What follows belongs to an exercise in optimizing a design on an open flow for small area; a production flow would make more cautious choices.
For this run, only the layout was checked, not whether the RTL still works.

**design/flow/config.mk**
```make
export PLATFORM = sky130hd
export DESIGN_NAME = ref_subst_top
export DESIGN_NICKNAME = ref_subst_top
export VERILOG_FILES = /design/flow/design.v
export SDC_FILE = /design/flow/constraint.sdc
export NUM_CORES = 4
export LEC_CHECK = 0
export CAP_MARGIN = 20
export CORE_AREA = 5 5 195 195
export DIE_AREA = 0 0 200 200
export SLEW_MARGIN = 20
```
**design/flow/constraint.sdc**
```tcl
create_clock -name core_clock -period 4.0 [get_ports {clk}]
set_input_delay 0.8000 -clock core_clock [delete_from_list [all_inputs] [get_ports {clk}]]
set_output_delay 0.8000 -clock core_clock [all_outputs]
set_load 0.01 [all_outputs]
```
**design/flow/design.v**
```verilog
package ref_subst_pkg;
	localparam int BANK_ADR_W = 3;
	localparam int POS4_W = 5;
	localparam int BP_POS_W = POS4_W + 1;
	localparam int AWK_CNT_W = 3;
	localparam int ORDER_W = 3;
	localparam int Y_IN_CU_W = 7;
	localparam int N_BANKS = 8;
	localparam int SAMPLES_PER_BANK = 4;
	localparam int LINE_SAMPLES = N_BANKS * SAMPLES_PER_BANK;  
	typedef logic [BANK_ADR_W-1:0] bank_adr_t;
	typedef logic [POS4_W-1:0] pos4_t;
	typedef logic [BP_POS_W-1:0] bp_pos_t;
	typedef logic [AWK_CNT_W-1:0] awk_cnt_t;
	typedef logic [ORDER_W-1:0] order_t;
	typedef logic [Y_IN_CU_W-1:0] y_in_cu_t;
	localparam int BP_SIDE_BIT = POS4_W;
	localparam bank_adr_t ADR_INVALID = '1;
	localparam awk_cnt_t BP2_MIN_AWK = 3'd2;
	localparam awk_cnt_t BP3_MIN_AWK = 3'd2;
endpackage
`timescale 1ns/1ps
import ref_subst_pkg::*;
module ref_subst_lane #(
	parameter int bit_depth = 8
) (
	input logic clk,
	input logic arst_n,
	input logic stall,
	input logic [ref_subst_pkg::SAMPLES_PER_BANK*bit_depth-1:0] bank_data,
	input ref_subst_pkg::bank_adr_t bank_adr,
	input ref_subst_pkg::pos4_t bank_pos,
	input logic none_avail,
	input logic fill_t_all,
	input logic fill_l_all,
	input logic rt_ok,
	input logic bt_ok,
	input ref_subst_pkg::pos4_t bt_border_pos,
	input ref_subst_pkg::pos4_t rt_border_pos,
	input logic y_zero,
	input logic awake,
	input logic [bit_depth-1:0] fill_top,
	input logic [bit_depth-1:0] fill_lft,
	input logic [ref_subst_pkg::SAMPLES_PER_BANK*bit_depth-1:0] bp2_samples,
	input ref_subst_pkg::bp_pos_t bp2_pos,
	input logic [ref_subst_pkg::SAMPLES_PER_BANK*bit_depth-1:0] bp3_samples,
	input ref_subst_pkg::bp_pos_t bp3_pos,
	output logic [ref_subst_pkg::SAMPLES_PER_BANK*bit_depth-1:0] sub_bank
);
	localparam int BANK_W = SAMPLES_PER_BANK * bit_depth;
	logic adr_invalid;
	logic is_left_side;
	logic sel_half;
	logic bp_ok;
	logic bp3_hit;
	logic bp2_hit;
	logic past_border;
	logic fill_hit;
	logic s_bp3;
	logic s_bp2;
	logic s_fill;
	logic s_fill_msb;
	logic s_data;
	logic [bit_depth-1:0] fill_val;
	logic [bit_depth-1:0] fill_word;
	logic [BANK_W-1:0] sub_next;
	function automatic logic pos_ge(
		input logic [POS4_W-1:0] a,
		input logic [POS4_W-1:0] b
	);
		logic ge;
		ge = 1'b1;
		for (int k = 0; k < POS4_W; k++)
			ge = (a[k] && !b[k]) || (!(a[k] ^ b[k]) && ge);
		pos_ge = ge;
	endfunction
	assign adr_invalid = (bank_adr == ADR_INVALID);
	assign is_left_side = bank_adr[0];
	assign sel_half = adr_invalid || none_avail;
	assign bp_ok = awake && !(!is_left_side && y_zero);
	assign bp3_hit = bp_ok && (bp3_pos == {is_left_side, bank_pos});
	assign bp2_hit = bp_ok && (bp2_pos == {is_left_side, bank_pos});
	assign past_border = is_left_side ? (bt_ok && pos_ge(bank_pos, bt_border_pos))
	                                  : (rt_ok && pos_ge(bank_pos, rt_border_pos));
	assign fill_hit = (is_left_side ? fill_l_all : fill_t_all) || past_border;
	assign fill_val = is_left_side ? fill_lft : fill_top;
	assign s_bp3 = !stall && !sel_half && bp3_hit;
	assign s_bp2 = !stall && !sel_half && !bp3_hit && bp2_hit;
	assign s_fill = !stall && !sel_half && !bp3_hit && !bp2_hit && fill_hit;
	assign s_fill_msb = s_fill || (!stall && sel_half);
	assign s_data = !stall && !sel_half && !bp3_hit && !bp2_hit && !fill_hit;
	assign fill_word = {fill_val[bit_depth-1] || sel_half, fill_val[bit_depth-2:0]};
	for (genvar b = 0; b < BANK_W; b++) begin : g_bit
		localparam int K = b % bit_depth;
		if (K == bit_depth - 1) begin : g_msb
			assign sub_next[b] = (s_bp3 && bp3_samples[b]) || (s_bp2 && bp2_samples[b])
			                  || (s_fill_msb && fill_word[K]) || (s_data && bank_data[b])
			                  || (stall && sub_bank[b]);
		end else begin : g_low
			assign sub_next[b] = (s_bp3 && bp3_samples[b]) || (s_bp2 && bp2_samples[b])
			                  || (s_fill && fill_word[K]) || (s_data && bank_data[b])
			                  || (stall && sub_bank[b]);
		end
	end
	always_ff @(posedge clk or negedge arst_n) begin
		if (!arst_n)
			sub_bank <= '0;
		else
			sub_bank <= sub_next;
	end
endmodule
`timescale 1ns/1ps
module ref_tl_select #(
	parameter int bit_depth = 8
) (
	input logic clk,
	input logic arst_n,
	input logic stall,
	input logic is_above,
	input logic is_left,
	input logic is_top_left,
	input ref_subst_pkg::order_t order,
	input logic [bit_depth-1:0] data_tl,
	input logic [bit_depth-1:0] fill_l,
	input logic [bit_depth-1:0] fill_t,
	output logic [bit_depth-1:0] sub_tl
);
	localparam logic [bit_depth-1:0] HALF_VAL = {1'b1, {(bit_depth-1){1'b0}}};
	logic order_first;
	logic [bit_depth-1:0] tl_store;  
	logic [bit_depth-1:0] tl_next;
	assign order_first = (order == '0);
	always_comb begin
		if (!is_top_left) begin
			if (!is_above && !is_left)
				tl_next = HALF_VAL;
			else if (!is_left)
				tl_next = fill_l;
			else
				tl_next = fill_t;
		end else if (order_first)
			tl_next = data_tl;  
		else
			tl_next = tl_store;
	end
	always_ff @(posedge clk or negedge arst_n) begin
		if (!arst_n) begin
			tl_store <= '0;
			sub_tl <= '0;
		end else if (!stall) begin
			sub_tl <= tl_next;
			if (order_first)
				tl_store <= data_tl;
		end
	end
endmodule
`timescale 1ns/1ps
import ref_subst_pkg::*;
module ref_subst_top #(
	parameter int bit_depth = 8
) (
	input logic clk,
	input logic arst_n,
	input logic stall,
	input logic [ref_subst_pkg::LINE_SAMPLES*bit_depth-1:0] data,
	input logic [ref_subst_pkg::N_BANKS*ref_subst_pkg::BANK_ADR_W-1:0] bank_adr,
	input logic [ref_subst_pkg::N_BANKS*ref_subst_pkg::POS4_W-1:0] bank_pos,
	input logic is_above,
	input logic is_left,
	input logic is_top_left,
	input logic is_bt_border,
	input logic is_rt_border,
	input ref_subst_pkg::pos4_t bt_border_pos,
	input ref_subst_pkg::pos4_t rt_border_pos,
	input ref_subst_pkg::y_in_cu_t y_in_cu,
	input ref_subst_pkg::order_t order,
	input logic [bit_depth-1:0] fill_l,
	input logic [bit_depth-1:0] fill_t,
	input logic [bit_depth-1:0] fill_b,
	input logic [bit_depth-1:0] fill_rt,
	input logic [bit_depth-1:0] data_tl,
	input logic [ref_subst_pkg::SAMPLES_PER_BANK*bit_depth-1:0] bp2_samples,
	input ref_subst_pkg::bp_pos_t bp2_pos,
	input logic [ref_subst_pkg::SAMPLES_PER_BANK*bit_depth-1:0] bp3_samples,
	input ref_subst_pkg::bp_pos_t bp3_pos,
	input ref_subst_pkg::awk_cnt_t awk_cnt,
	output logic [ref_subst_pkg::LINE_SAMPLES*bit_depth-1:0] sub_data,
	output logic [bit_depth-1:0] sub_tl
);
	localparam int BANK_W = SAMPLES_PER_BANK * bit_depth;
	logic none_avail;
	logic fill_t_all;    
	logic fill_l_all;    
	logic rt_ok;         
	logic bt_ok;         
	logic awake;
	logic y_zero;
	logic [bit_depth-1:0] fill_top;   
	logic [bit_depth-1:0] fill_lft;   
	assign none_avail = !is_above && !is_left && !is_top_left;
	assign fill_t_all = !is_above && !is_top_left && is_left;
	assign fill_l_all = !is_left && !is_top_left;
	assign rt_ok = is_rt_border && is_above;
	assign bt_ok = is_bt_border && is_left;
	assign awake = awk_cnt[2] || (awk_cnt[1] && awk_cnt[0]);  
	assign y_zero = (y_in_cu == '0);
	assign fill_top = fill_t_all ? fill_t : fill_rt;
	assign fill_lft = fill_l_all ? fill_l : fill_b;
	for (genvar i = 0; i < N_BANKS; i++) begin : g_lane
		ref_subst_lane #(
			.bit_depth(bit_depth)
		) i_lane (
			.clk(clk),
			.arst_n(arst_n),
			.stall(stall),
			.bank_data(data[(N_BANKS-1-i)*BANK_W +: BANK_W]),
			.bank_adr(bank_adr[(N_BANKS-1-i)*BANK_ADR_W +: BANK_ADR_W]),
			.bank_pos(bank_pos[(N_BANKS-1-i)*POS4_W +: POS4_W]),
			.none_avail(none_avail),
			.fill_t_all(fill_t_all),
			.fill_l_all(fill_l_all),
			.rt_ok(rt_ok),
			.bt_ok(bt_ok),
			.bt_border_pos(bt_border_pos),
			.rt_border_pos(rt_border_pos),
			.y_zero(y_zero),
			.awake(awake),
			.fill_top(fill_top),
			.fill_lft(fill_lft),
			.bp2_samples(bp2_samples),
			.bp2_pos(bp2_pos),
			.bp3_samples(bp3_samples),
			.bp3_pos(bp3_pos),
			.sub_bank(sub_data[(N_BANKS-1-i)*BANK_W +: BANK_W])
		);
	end
	ref_tl_select #(
		.bit_depth(bit_depth)
	) i_tl_select (
		.clk(clk),
		.arst_n(arst_n),
		.stall(stall),
		.is_above(is_above),
		.is_left(is_left),
		.is_top_left(is_top_left),
		.order(order),
		.data_tl(data_tl),
		.fill_l(fill_l),
		.fill_t(fill_t),
		.sub_tl(sub_tl)
	);
endmodule
```
**design/flow/flow/run.sh**
```bash
#!/bin/bash
# Layout flow: the standard ORFS flow, with two changes:
#  - synthesis is synth_recipe.tcl's, but abc maps the combinational logic with an
#    area-oriented &nf script (abc_nf.script) and the adder extraction is skipped;
#    the registers come from dfflibmap before abc, so they are the standard ones.
#  - every port still gets a buffer, but a buf_1 instead of the default cell.
set -euo pipefail
W=$PWD
export MY_ABC_SCRIPT=$W/flow/abc_nf.script
make -C "$FLOW_HOME" DESIGN_CONFIG="$W/config.mk" WORK_HOME="$W/orfs" CLKGATE_MAP_FILE= \
  SYNTH_SCRIPT="$W/flow/my_synth.tcl" ADDER_MAP_FILE= \
  BUFFER_PORTS_ARGS="-buffer_cell sky130_fd_sc_hd__buf_1" \
  finish > "$W/make_finish.log" 2>&1
R=$W/orfs/results/$FLOW_PLATFORM/ref_subst_top/base
: # left out here: write the final layout as DEF
```
**design/flow/flow/abc_nf.script**
```
&get -n
&st
&dch
&nf
&put
```
**design/flow/flow/my_synth.tcl**
```tcl
proc synth {args} { yosys synth -nofsm -noshare {*}$args }
# same synthesis as synth_recipe.tcl, with only the abc script for the combinational logic swapped
proc abc {args} {
  set i [lsearch -exact $args -script]
  if { $i >= 0 && [info exists ::env(MY_ABC_SCRIPT)] } {
    lset args [expr { $i + 1 }] $::env(MY_ABC_SCRIPT)
  }
  yosys abc {*}$args
}
source $::env(SCRIPTS_DIR)/synth.tcl
# left out here: clear keep_hierarchy, flatten, clean up, hide names made inside functions, write 1_2_yosys.v
```
**design/flow/standard.sh**
```bash
#!/bin/bash
# synth_recipe.tcl (not shown) runs the flow's synth.tcl, then flattens the netlist and writes it again
# the make line also repeats each setting of config.mk as NAME=value (left out here)
make -C /OpenROAD-flow-scripts/flow DESIGN_CONFIG=/design/flow/config.mk WORK_HOME=/design/flow/orfs CLKGATE_MAP_FILE= SYNTH_SCRIPT=/design/flow/synth_recipe.tcl "${@:-finish}"
```
==> notes.md <==
-- Yosys cell counts (all sizes together), types with 14 or more instances --
library cell,instances,area [µm²]
nand2,293,1100
mux2i,23,230
nand2b,40,250
clkinv,14,52.6
xnor2,80,701
o31ai,16,120
dfrtp,272,6810
nor2b,16,100
o22ai,17,106
a211o,25,219
a211oi,39,293
o221ai,16,140
nand3,92,460
nor2,79,297
a21oi,40,200
nand4,16,100
nand3b,166,1250
a221oi,16,140
a222oi,256,2560
xor2,16,140
-- logic make-up after synthesis --
kind of cell | count (synthesis) | synth area share (%)
muxes | 30 | 1.93
DFF | 272 | 42.6
buffers and inverters | 14 | 0.329
and+or+nand+nor | 738 | 23.8
xor gates and xnor gates | 96 | 5.26
AOI/OAI and AO/OA | 477 | 26.1
==> impl_results.md <==
- Status: stopped before the end
- Stop stage: 3_2_place_iop
- Halt Reason: [ERROR PPL-0024] Number of IO pins (731) exceeds maximum number of available positions (718). Increase the die perimeter from 800.00um to 994.16um.
- Synth warn: 2
- Ys async rst share: between 90% and 100%
- Predominant post-synthesis flop cell: dfrtp_1
- Cell area after synthesis: roughly 0.016 mm²
- # rows: just under 70
- Yosys cell types: 33
- Sequential share of the synthesized area: between 40% and 50%
- Synth Area per Inst: 9.83 µm²
- Die width: about 200 µm
- Cell count after synthesis: 1627
- Die Height: roughly 200 µm
- Flops & latches, synth: 272
- EDFF count, synth: 0
- Synthesized net count: ~2100
- Initial Util: between 40 and 50%
